From an optimization exercise on the open Yosys and OpenROAD flow, aimed at small area and a short achievable clock period; shortcuts taken in it are not production practice. RTL that was checked went through simulation tests only; none was proved equivalent to the original. Power and IR drop assume default switching activity.

==> flow/design.v <==
`default_nettype none
package invaders_pkg;
    typedef logic [9:0] coord_t;
    typedef struct packed {
        coord_t x;
        coord_t y;
    } pos_t;
    typedef struct packed {
        logic       game_over;
        logic       game_win;
        logic [1:0] lives;
    } status_t;
    localparam int SCREEN_WIDTH  = 640;
    localparam int SCREEN_HEIGHT = 480;
    localparam int   ALIEN_W         = 16;
    localparam int   ALIEN_H         = 16;
    localparam int   ALIEN_H_SPACING = 60;
    localparam int   ALIEN_V_SPACING = 45;
    localparam pos_t ALIEN_START     = {10'd50, 10'd50};
    localparam int   ALIEN_STEP      = 2;
    localparam int   ALIEN_DROP      = 20;
    localparam int     SHIP_W       = 16;
    localparam int     SHIP_H       = 30;
    localparam coord_t SHIP_Y       = 10'd440;
    localparam coord_t SHIP_START_X = 10'd320;
    localparam int     ROCKET_W     = 7;
    localparam int     ROCKET_H     = 3;
    localparam int     ROCKET_SPEED = 2;
    localparam int     LASER_W      = 7;
    localparam int     LASER_H      = 3;
    localparam int     LASER_SPEED  = 1;
    localparam logic [5:0]  EXPLOSION_TICKS = 6'd35;
    localparam logic [1:0]  START_LIVES     = 2'd3;
    localparam logic [7:0]  POINTS_PER_KILL = 8'd10;
    localparam logic [7:0]  START_PERIOD    = 8'd8;
    localparam logic [15:0] LFSR_SEED       = 16'hACE1;
    localparam logic [2:0] REG_CONTROL    = 3'd0;
    localparam logic [2:0] REG_STATUS     = 3'd1;
    localparam logic [2:0] REG_SCORE      = 3'd2;
    localparam logic [2:0] REG_HIGH_SCORE = 3'd3;
    localparam logic [2:0] REG_SHIP_X     = 3'd4;
    localparam logic [2:0] REG_ALIVE      = 3'd5;
endpackage
`default_nettype wire
`timescale 1ns/1ps
`default_nettype none
module invaders_top #(
    parameter int ALIEN_COLS = 6,
    parameter int ALIEN_ROWS = 3
) (
    input  wire logic        clk,
    input  wire logic        reset,
    input  wire logic        frame_tick,
    input  wire logic        fire,
    input  wire logic        left,
    input  wire logic        right,
    input  wire logic        wb_cyc,
    input  wire logic        wb_stb,
    input  wire logic        wb_we,
    input  wire logic [2:0]  wb_adr,
    input  wire logic [31:0] wb_dat_w,
    output logic [31:0]      wb_dat_r,
    output logic             wb_ack
);
    logic        run, restart;
    logic [17:0] dat;
    logic        game_over, game_win;
    logic [1:0]  lives;
    logic [2:0]  kq, hq;         
    logic [1:0]  kr, hr;         
    logic        dir_right;
    logic [2:0]  count;
    logic [8:0]  fx;             
    logic [6:0]  fy;             
    logic [17:0] alive;
    logic [9:0]  ship_x;
    logic [5:0]  explode;
    logic        ra;             
    logic [9:0]  rx;
    logic [7:0]  ry;             
    logic        la;             
    logic [8:0]  lx;             
    logic [8:0]  ly;
    logic [15:0] lfsr;
    logic [2:0]  scol;
    logic [1:0]  srow;
    logic req, step;
    assign req  = wb_cyc && wb_stb && !wb_ack;
    assign step = frame_tick && run && !game_over && !game_win;
    function automatic logic [7:0] score_of(input logic [2:0] q, input logic [1:0] r);
        score_of = 8'd0;
        for (int i = 0; i < 32; i++)
            if ({q, r} == 5'(i)) score_of = 8'((i / 4) * 30 + (i % 4) * 10);
    endfunction
    function automatic logic ge_c(input logic [9:0] a, input logic [9:0] k);
        ge_c = 1'b1;
        for (int i = 0; i < 10; i++)
            ge_c = k[i] ? (a[i] && ge_c) : (a[i] || ge_c);
    endfunction
    function automatic logic le_c(input logic [9:0] a, input logic [9:0] k);
        le_c = 1'b1;
        for (int i = 0; i < 10; i++)
            le_c = k[i] ? (!a[i] || le_c) : (!a[i] && le_c);
    endfunction
    logic [2:0]  sel_q;
    logic [1:0]  sel_r;
    logic [17:0] read_data;
    assign sel_q = wb_adr[0] ? hq : kq;
    assign sel_r = wb_adr[0] ? hr : kr;
    always_comb begin
        case (wb_adr)
            3'd0:    read_data = {17'b0, run};
            3'd1:    read_data = {14'b0, game_over, game_win, lives};
            3'd2,
            3'd3:    read_data = {10'b0, score_of(sel_q, sel_r)};
            3'd4:    read_data = {8'b0, ship_x};
            3'd5:    read_data = alive;
            default: read_data = '0;
        endcase
    end
    always_ff @(posedge clk) dat <= read_data;
    assign wb_dat_r = {14'b0, dat};
    always_ff @(posedge clk or posedge reset) begin
        if (reset) begin
            run     <= 1'b0;
            wb_ack  <= 1'b0;
            restart <= 1'b0;
        end else begin
            wb_ack  <= req;
            restart <= 1'b0;
            if (req && wb_we && wb_adr == 3'd0) begin
                run     <= wb_dat_w[0];
                restart <= wb_dat_w[1];
            end
        end
    end
    logic [5:0] col_live;
    logic [2:0] row_live;
    always_comb begin
        for (int c = 0; c < 6; c++)
            col_live[c] = alive[c] | alive[6+c] | alive[12+c];
        for (int r = 0; r < 3; r++)
            row_live[r] = |alive[r*6 +: 6];
    end
    logic hit_right, hit_left, hit_edge;
    always_comb begin
        hit_right = 1'b0;
        hit_left  = 1'b0;
        for (int c = 0; c < 6; c++) begin
            if (col_live[c] && fx == 9'(312 - 30*c)) hit_right = 1'b1;
            if (col_live[c] && fx == 9'(512 - 30*c)) hit_left  = 1'b1;
        end
    end
    assign hit_edge = dir_right ? hit_right : hit_left;
    logic bottom_reached;
    assign bottom_reached = (row_live[2] && ge_c(10'(fy), 10'd71))
                         || (row_live[1] && ge_c(10'(fy), 10'd82))
                         || (row_live[0] && ge_c(10'(fy), 10'd93));
    logic move;
    assign move = ({1'b0, count} + {1'b0, kq}) >= 4'd7;
    logic [9:0] dxr;
    logic [8:0] dyr;
    logic [5:0] col_hit;
    logic [2:0] row_hit;
    logic [17:0] hit_vec;
    logic        kill;
    assign dxr = rx - {fx, 1'b0};
    assign dyr = {1'b0, ry} - {1'b0, fy, 1'b0};
    always_comb begin
        for (int c = 0; c < 6; c++)
            col_hit[c] = (c == 0) ? (ge_c(dxr, 10'd1018) || le_c(dxr, 10'd15))
                                  : (ge_c(dxr, 10'(60*c - 6)) && le_c(dxr, 10'(60*c + 15)));
        row_hit[0] = le_c({1'b0, dyr}, 10'd8);
        row_hit[1] = ge_c({1'b0, dyr}, 10'd22) && le_c({1'b0, dyr}, 10'd30);
        row_hit[2] = ge_c({1'b0, dyr}, 10'd45) && le_c({1'b0, dyr}, 10'd53);
        for (int r = 0; r < 3; r++)
            for (int c = 0; c < 6; c++)
                hit_vec[r*6+c] = alive[r*6+c] && col_hit[c] && row_hit[r];
    end
    assign kill = step && ra && (|hit_vec);
    logic       can_shoot;
    logic [2:0] col_alive;
    always_comb begin
        for (int r = 0; r < 3; r++) col_alive[r] = alive[r*6 + int'(scol)];
        case (srow)
            2'd0:    can_shoot = col_alive[0] && !col_alive[1] && !col_alive[2];
            2'd1:    can_shoot = col_alive[1] && !col_alive[2];
            default: can_shoot = col_alive[2];
        endcase
    end
    logic [8:0] shoot_x;         
    logic [8:0] shoot_y;
    assign shoot_x = fx + 9'(30 * int'(scol) + 2);
    assign shoot_y = {fy, 2'b10} + 9'(45 * int'(srow) + 16);
    logic [9:0] dxl;
    logic       overlap, ship_hit;
    assign dxl      = {lx, 1'b0} - ship_x;
    assign overlap  = (ge_c(dxl, 10'd1018) || le_c(dxl, 10'd15))
                   && ge_c({1'b0, ly}, 10'd438) && le_c({1'b0, ly}, 10'd469);
    assign ship_hit = step && la && overlap;
    always_ff @(posedge clk or posedge reset) begin
        if (reset) begin
            lfsr <= 16'hACE1;
        end else if (restart) begin
            lfsr <= 16'hACE1;
        end else begin
            lfsr <= {lfsr[14:0], lfsr[15] ^ lfsr[13] ^ lfsr[12] ^ lfsr[10]};
        end
    end
    always_ff @(posedge clk or posedge reset) begin
        if (reset) begin
            hq <= '0;
            hr <= '0;
        end else if ({kq, kr} > {hq, hr}) begin
            hq <= kq;
            hr <= kr;
        end
    end
    always_ff @(posedge clk or posedge reset) begin
        if (reset) begin
            game_over <= 1'b0;
            game_win  <= 1'b0;
            lives     <= 2'd3;
            kq        <= '0;
            kr        <= '0;
        end else if (restart) begin
            game_over <= 1'b0;
            game_win  <= 1'b0;
            lives     <= 2'd3;
            kq        <= '0;
            kr        <= '0;
        end else begin
            if (kill) begin
                if (kr == 2'd2) begin
                    kr <= 2'd0;
                    kq <= kq + 3'd1;
                end else begin
                    kr <= kr + 2'd1;
                end
            end
            if (ship_hit && lives != 2'd0) lives <= lives - 2'd1;
            if (lives == 2'd0 || bottom_reached) game_over <= 1'b1;
            if (alive == '0) game_win <= 1'b1;
        end
    end
    always_ff @(posedge clk or posedge reset) begin
        if (reset) begin
            fx        <= 9'd25;
            fy        <= 7'd12;
            dir_right <= 1'b1;
            count     <= '0;
            alive     <= '1;
        end else if (restart) begin
            fx        <= 9'd25;
            fy        <= 7'd12;
            dir_right <= 1'b1;
            count     <= '0;
            alive     <= '1;
        end else if (step) begin
            if (ra) alive <= alive & ~hit_vec;
            if (move) begin
                count <= '0;
                if (hit_edge) begin
                    dir_right <= !dir_right;
                    fy        <= fy + 7'd5;
                end else if (dir_right) begin
                    fx <= fx + 9'd1;
                end else begin
                    fx <= fx - 9'd1;
                end
            end else begin
                count <= count + 3'd1;
            end
        end
    end
    always_ff @(posedge clk or posedge reset) begin
        if (reset) begin
            ship_x  <= 10'd320;
            explode <= '0;
            ra      <= 1'b0;
        end else if (restart) begin
            ship_x  <= 10'd320;
            explode <= '0;
            ra      <= 1'b0;
        end else if (step) begin
            if (right) begin
                if (!ge_c(ship_x, 10'd623)) ship_x <= ship_x + 10'd1;
            end else if (left && ge_c(ship_x, 10'd2)) begin
                ship_x <= ship_x - 10'd1;
            end
            if (ship_hit) explode <= 6'd35;
            else if (explode != '0) explode <= explode - 6'd1;
            if (kill) ra <= 1'b0;
            else if (ra) begin
                if (ry == 8'd0) ra <= 1'b0;
            end else if (fire && explode == '0) ra <= 1'b1;
        end
    end
    always_ff @(posedge clk) begin
        if (step) begin
            if (ra) ry <= ry - 8'd1;
            else begin
                rx <= ship_x + 10'd4;
                ry <= 8'd218;
            end
        end
    end
    always_ff @(posedge clk or posedge reset) begin
        if (reset) begin
            la   <= 1'b0;
            scol <= '0;
            srow <= '0;
        end else if (restart) begin
            la   <= 1'b0;
            scol <= '0;
            srow <= '0;
        end else if (step) begin
            if (ship_hit) la <= 1'b0;
            else if (la) begin
                if (ge_c({1'b0, ly}, 10'd477)) la <= 1'b0;
            end else begin
                if (can_shoot && lfsr[0]) la <= 1'b1;
                if (scol == 3'd5) begin
                    scol <= '0;
                    srow <= (srow == 2'd2) ? 2'd0 : srow + 2'd1;
                end else begin
                    scol <= scol + 3'd1;
                end
            end
        end
    end
    always_ff @(posedge clk) begin
        if (step) begin
            if (la) ly <= ly + 9'd1;
            else begin
                lx <= shoot_x;
                ly <= shoot_y;
            end
        end
    end
endmodule
`default_nettype wire
make LEC_CHECK=0 CAP_MARGIN=20 CORE_MARGIN=2 CORE_UTILIZATION=40 SETUP_SLACK_MARGIN=3 SLEW_MARGIN=20 finish   # period 6.0 ns
run.sh (not shown) runs the stock make flow with config.mk's settings and CLKGATE_MAP_FILE= SYNTH_SCRIPT=/design/flow/synth_recipe.tcl, a recipe that flattens the netlist after the stock synthesis.
The baseline produced a clean layout.
Rerun with:
--- a/flow/design.v
+++ b/flow/design.v
@@ -73,14 +73,14 @@
     logic [8:0]  fx;             
     logic [6:0]  fy;             
     logic [17:0] alive;
     logic [9:0]  ship_x;
     logic [5:0]  explode;
     logic        ra;             
-    logic [9:0]  rx;
-    logic [7:0]  ry;             
+    logic [9:0]  drx;            
+    logic [8:0]  dry;            
     logic        la;             
     logic [8:0]  lx;             
     logic [8:0]  ly;
     logic [15:0] lfsr;
     logic [2:0]  scol;
     logic [1:0]  srow;
@@ -155,32 +155,40 @@
     logic bottom_reached;
     assign bottom_reached = (row_live[2] && ge_c(10'(fy), 10'd71))
                          || (row_live[1] && ge_c(10'(fy), 10'd82))
                          || (row_live[0] && ge_c(10'(fy), 10'd93));
     logic move;
     assign move = ({1'b0, count} + {1'b0, kq}) >= 4'd7;
-    logic [9:0] dxr;
-    logic [8:0] dyr;
+    logic fmove, fdrop, fleft;
+    assign fmove = step && move && !hit_edge;    
+    assign fdrop = step && move && hit_edge;     
+    assign fleft = !dir_right;
     logic [5:0] col_hit;
     logic [2:0] row_hit;
     logic [17:0] hit_vec;
     logic        kill;
-    assign dxr = rx - {fx, 1'b0};
-    assign dyr = {1'b0, ry} - {1'b0, fy, 1'b0};
     always_comb begin
         for (int c = 0; c < 6; c++)
-            col_hit[c] = (c == 0) ? (ge_c(dxr, 10'd1018) || le_c(dxr, 10'd15))
-                                  : (ge_c(dxr, 10'(60*c - 6)) && le_c(dxr, 10'(60*c + 15)));
-        row_hit[0] = le_c({1'b0, dyr}, 10'd8);
-        row_hit[1] = ge_c({1'b0, dyr}, 10'd22) && le_c({1'b0, dyr}, 10'd30);
-        row_hit[2] = ge_c({1'b0, dyr}, 10'd45) && le_c({1'b0, dyr}, 10'd53);
+            col_hit[c] = (c == 0) ? (ge_c(drx, 10'd1014) || le_c(drx, 10'd11))
+                                  : (ge_c(drx, 10'(60*c - 10)) && le_c(drx, 10'(60*c + 11)));
+        row_hit[0] = le_c({1'b0, dry}, 10'd8);
+        row_hit[1] = ge_c({1'b0, dry}, 10'd22) && le_c({1'b0, dry}, 10'd30);
+        row_hit[2] = ge_c({1'b0, dry}, 10'd45) && le_c({1'b0, dry}, 10'd53);
         for (int r = 0; r < 3; r++)
             for (int c = 0; c < 6; c++)
                 hit_vec[r*6+c] = alive[r*6+c] && col_hit[c] && row_hit[r];
     end
     assign kill = step && ra && (|hit_vec);
+    logic [8:0] ry;
+    logic       r_top;
+    assign ry    = dry + {1'b0, fy, 1'b0};
+    assign r_top = (ry == 9'd0);
+    logic [9:0] rxb;
+    logic [8:0] ryb;
+    assign rxb = ra ? drx : (ship_x - {fx, 1'b0});
+    assign ryb = ra ? (dry - 9'd1) : (9'd218 - {1'b0, fy, 1'b0});
     logic       can_shoot;
     logic [2:0] col_alive;
     always_comb begin
         for (int r = 0; r < 3; r++) col_alive[r] = alive[r*6 + int'(scol)];
         case (srow)
             2'd0:    can_shoot = col_alive[0] && !col_alive[1] && !col_alive[2];
@@ -289,23 +297,21 @@
                 ship_x <= ship_x - 10'd1;
             end
             if (ship_hit) explode <= 6'd35;
             else if (explode != '0) explode <= explode - 6'd1;
             if (kill) ra <= 1'b0;
             else if (ra) begin
-                if (ry == 8'd0) ra <= 1'b0;
+                if (r_top) ra <= 1'b0;
             end else if (fire && explode == '0) ra <= 1'b1;
         end
     end
     always_ff @(posedge clk) begin
         if (step) begin
-            if (ra) ry <= ry - 8'd1;
-            else begin
-                rx <= ship_x + 10'd4;
-                ry <= 8'd218;
-            end
+            drx[0]   <= rxb[0];
+            drx[9:1] <= fmove ? (fleft ? rxb[9:1] + 9'd1 : rxb[9:1] - 9'd1) : rxb[9:1];
+            dry      <= fdrop ? ryb - 9'd10 : ryb;
         end
     end
     always_ff @(posedge clk or posedge reset) begin
         if (reset) begin
             la   <= 1'b0;
             scol <= '0;
Worst hold slack gets better by 0.0066 ns.
Final cell count came out higher by 3.7%.
Via count came out higher by 0.32%.
Design area came out lower by 0.48%.
Sequential cell count came out higher by 1.
Power came out higher by 120%.
Setup slack gets better by 0.49 ns.
No functional check of the RTL was part of the second run of this note.

-- port drivers added, routing unchanged --
The flow's constraints put no driver on any port. The routed layouts listed below were extracted and timed again, unchanged, in two steps.
Step 1 sets driving cells, clkbuf_16 on the clock port and buf_2 on the other inputs (assumed; they add their load-dependent delay and slew).
Step 2 times the ports against the registers' clock, not the clock port: input delays grow and output delays shrink by t, the midpoint of the rising clock arrivals with the driver on.
a / b / c = ideal ports / drivers / drivers and shift; a / b = the first two.
run | t, ns | slack for setup (ns) | hold WS [ns] | latest minus earliest clock arrival (ns) | cell pins on the clock port's net
the first run | 0.476 | 2.151 / 2.151 / 2.151 | 0.423 / 0.423 / 0.423 | 0.017 / 0.017 | 1
the second run | 0.470 | 2.639 / 2.639 / 2.611 | 0.430 / 0.430 / 0.430 | 0.011 / 0.011 | 1
After both steps setup and hold are still met in every run listed. The setup slack of the second run, which loses most, moves by 0.000 ns with the drivers and by -0.028 ns with both steps.
